Background: an optimization exercise with open tools, aiming at small area. Do not read the settings as production practice.
The RTL was checked by simulation tests, not by an equivalence proof against the original design.
Power is estimated from default activity; no workload was simulated.

## lane 2
// bssl_top
module bssl_top (
  input  logic        clk,
  input  logic        rst_n,
  input  logic        in_valid,
  output logic        in_stall,
  input  logic        in_cmd,
  input  logic [63:0] in_tag,
  input  logic [31:0] in_score,
  input  logic [31:0] in_stamp,
  output logic        out_valid,
  input  logic        out_stall,
  output logic        out_status,
  output logic        out_valid_res,
  output logic [3:0]  out_rank,
  output logic [63:0] out_tag,
  output logic [31:0] out_score,
  output logic [31:0] out_stamp,
  output logic        out_last
);
  bssl_pkg::in_req_t  req;
  bssl_pkg::out_res_t res;
  assign req.cmd       = in_cmd;
  assign req.entry_tag = in_tag;
  assign req.new_score = in_score;
  assign req.stamp     = in_stamp;
  bounded_sorted_score_list u_list (
    .clk       (clk),
    .rst_n     (rst_n),
    .in_valid  (in_valid),
    .in_stall  (in_stall),
    .in_req    (req),
    .out_valid (out_valid),
    .out_stall (out_stall),
    .out_res   (res)
  );
  assign out_status    = res.status;
  assign out_valid_res = res.valid_res;
  assign out_rank      = res.rank;
  assign out_tag       = res.tag_out;
  assign out_score     = res.score_out;
  assign out_stamp     = res.stamp_out;
  assign out_last      = res.last;
endmodule
For scale: about 6,900 cells after synthesis, ~2,100 flip-flops.
Settings: LEC_CHECK=0, CAP_MARGIN=20, CORE_MARGIN=2, CORE_UTILIZATION=60, CTS_CLUSTER_SIZE=30, SLEW_MARGIN=20; clock period 10.0 ns.
run.sh (not shown) runs the stock make flow with config.mk's settings and CLKGATE_MAP_FILE= SYNTH_SCRIPT=/design/flow/synth_recipe.tcl, a recipe that flattens the netlist after the stock synthesis.
Modified inputs, lane 1 compared to lane 2
# lane 2
export LEC_CHECK = 0
export CAP_MARGIN = 20
export CORE_MARGIN = 2
export CORE_UTILIZATION = 60
export CTS_CLUSTER_SIZE = 30
export SLEW_MARGIN = 20
create_clock -name core_clock -period 10.0 [get_ports {clk}]
# lane 1
export LEC_CHECK = 0
export CAP_MARGIN = 20
export CORE_MARGIN = 2
export CORE_UTILIZATION = 60
export SLEW_MARGIN = 20
create_clock -name core_clock -period 10.0 [get_ports {clk}]
==> flow/flow/run.sh (new file) <==
#!/bin/bash
export BUFFER_PORTS_ARGS="-buffer_cell sky130_fd_sc_hd__buf_1"
export CTS_ARGS="-sink_clustering_enable -repair_clock_nets -dont_use_dummy_load -sink_clustering_size 24 -sink_clustering_max_diameter 150"
bash standard.sh > standard.log 2>&1
==> flow/standard.sh (new file) <==
#!/bin/bash
# synth_recipe.tcl (not shown) runs the flow's synth.tcl, then flattens the netlist and writes it again
# the make line also repeats each setting of config.mk as NAME=value (left out here)
make -C /OpenROAD-flow-scripts/flow DESIGN_CONFIG=/design/flow/config.mk WORK_HOME=/design/flow/orfs CLKGATE_MAP_FILE= SYNTH_SCRIPT=/design/flow/synth_recipe.tcl "${@:-finish}"
removed: flow/run.sh
[summary]
- Taking lane 1 as 1.0, lane 2 lands at 0.927 on pin count of the biggest net entering global routing.
- Summary: with lane 2 as the reference, total internal power in lane 1 moved down by more than 10%.
- Looking at worst path arrival time, lane 1 sits 0.56 ns lower than lane 2 does.
- In the flow results for lane 2 and lane 1, the overall routing resource usage is smaller on lane 1.
- When the final numbers for lane 2 and lane 1 were put side by side, the proportion of final cell area spent on non-clock buffers turned out to be greater in lane 2.
- Taking lane 2 as the reference, in lane 1 non-filler instance count after layout moved down; area overhead of the layout relative to synthesis shows a reduction of 8.2 points.


bssl_top, a different RTL version from the one above (not shown whole).
For scale: about 6800 cells after synthesis, about 2100 flip-flops, ~270 I/O pins, roughly 0.075 mm2 of cells after synthesis.
Settings: LEC_CHECK=0, CAP_MARGIN=10, CORE_MARGIN=2, CORE_UTILIZATION=50, SLEW_MARGIN=10; clock period 10.0 ns.
standard.sh (not shown) runs the stock make flow with config.mk's settings and CLKGATE_MAP_FILE= SYNTH_SCRIPT=/design/flow/synth_recipe.tcl, a recipe that flattens the netlist after the stock synthesis.
==> flow/flow/run.sh <==
#!/bin/bash
export BUFFER_PORTS_ARGS="-buffer_cell sky130_fd_sc_hd__buf_1"
export CTS_ARGS="-sink_clustering_enable -repair_clock_nets -dont_use_dummy_load -sink_clustering_size 24 -sink_clustering_max_diameter 120"
bash standard.sh > standard.log 2>&1
The baseline completed without violations.
Rerun with:
CAP_MARGIN = 20   (was 10)
SLEW_MARGIN = 20   (was 10)
Utilization is unchanged.
Design area does not change.
Critical path depth does not change.
Synthesized area stays the same.
Setup slack stays the same.
Worst hold slack does not change.
Power stays the same.
First-iteration DRC count does not change.
Wire length stays the same.
Clock skew is unchanged.
Combinational power barely changes.

afterwards: timing with drivers on the ports:
In the flow no input, the clock included, has a driving cell. The finished layouts below were timed again as built, in two steps.
Step 1: set_driving_cell puts a clkbuf_16 on clk and a buf_2 on each other input, an assumption about the parent block.
Step 2 also shifts input and output timing later by t, the mid clock arrival at the registers, as if the neighbouring blocks saw the same clock.
a / b / c = ideal / step 1 / step 2; a / b = the first two.
| run | t (ns) | setup slack, ns | hold WS [ns] | slew at the worst register clock pin (ns) | pins driven straight from the clock port |
|---|---|---|---|---|---|
| lane 2 | 0.913 | 0.861 / 0.919 / 0.006 | 0.344 / 0.344 / 0.344 | 0.07 / 0.07 | 1 |
| lane 1 | 0.820 | 1.341 / 1.399 / 0.580 | 0.332 / 0.332 / 0.332 | 0.11 / 0.11 | 1 |
| the first run of note 2 | 0.823 | 1.078 / 1.115 / 0.292 | 0.343 / 0.343 / 0.343 | 0.11 / 0.11 | 1 |
| the second run of note 2 | 0.823 | 1.078 / 1.115 / 0.292 | 0.343 / 0.343 / 0.343 | 0.11 / 0.11 | 1 |
After both steps every run listed still meets setup and hold. For lane 2, which loses most, drivers alone change the setup slack by +0.058 ns; drivers and shift together by -0.855 ns.
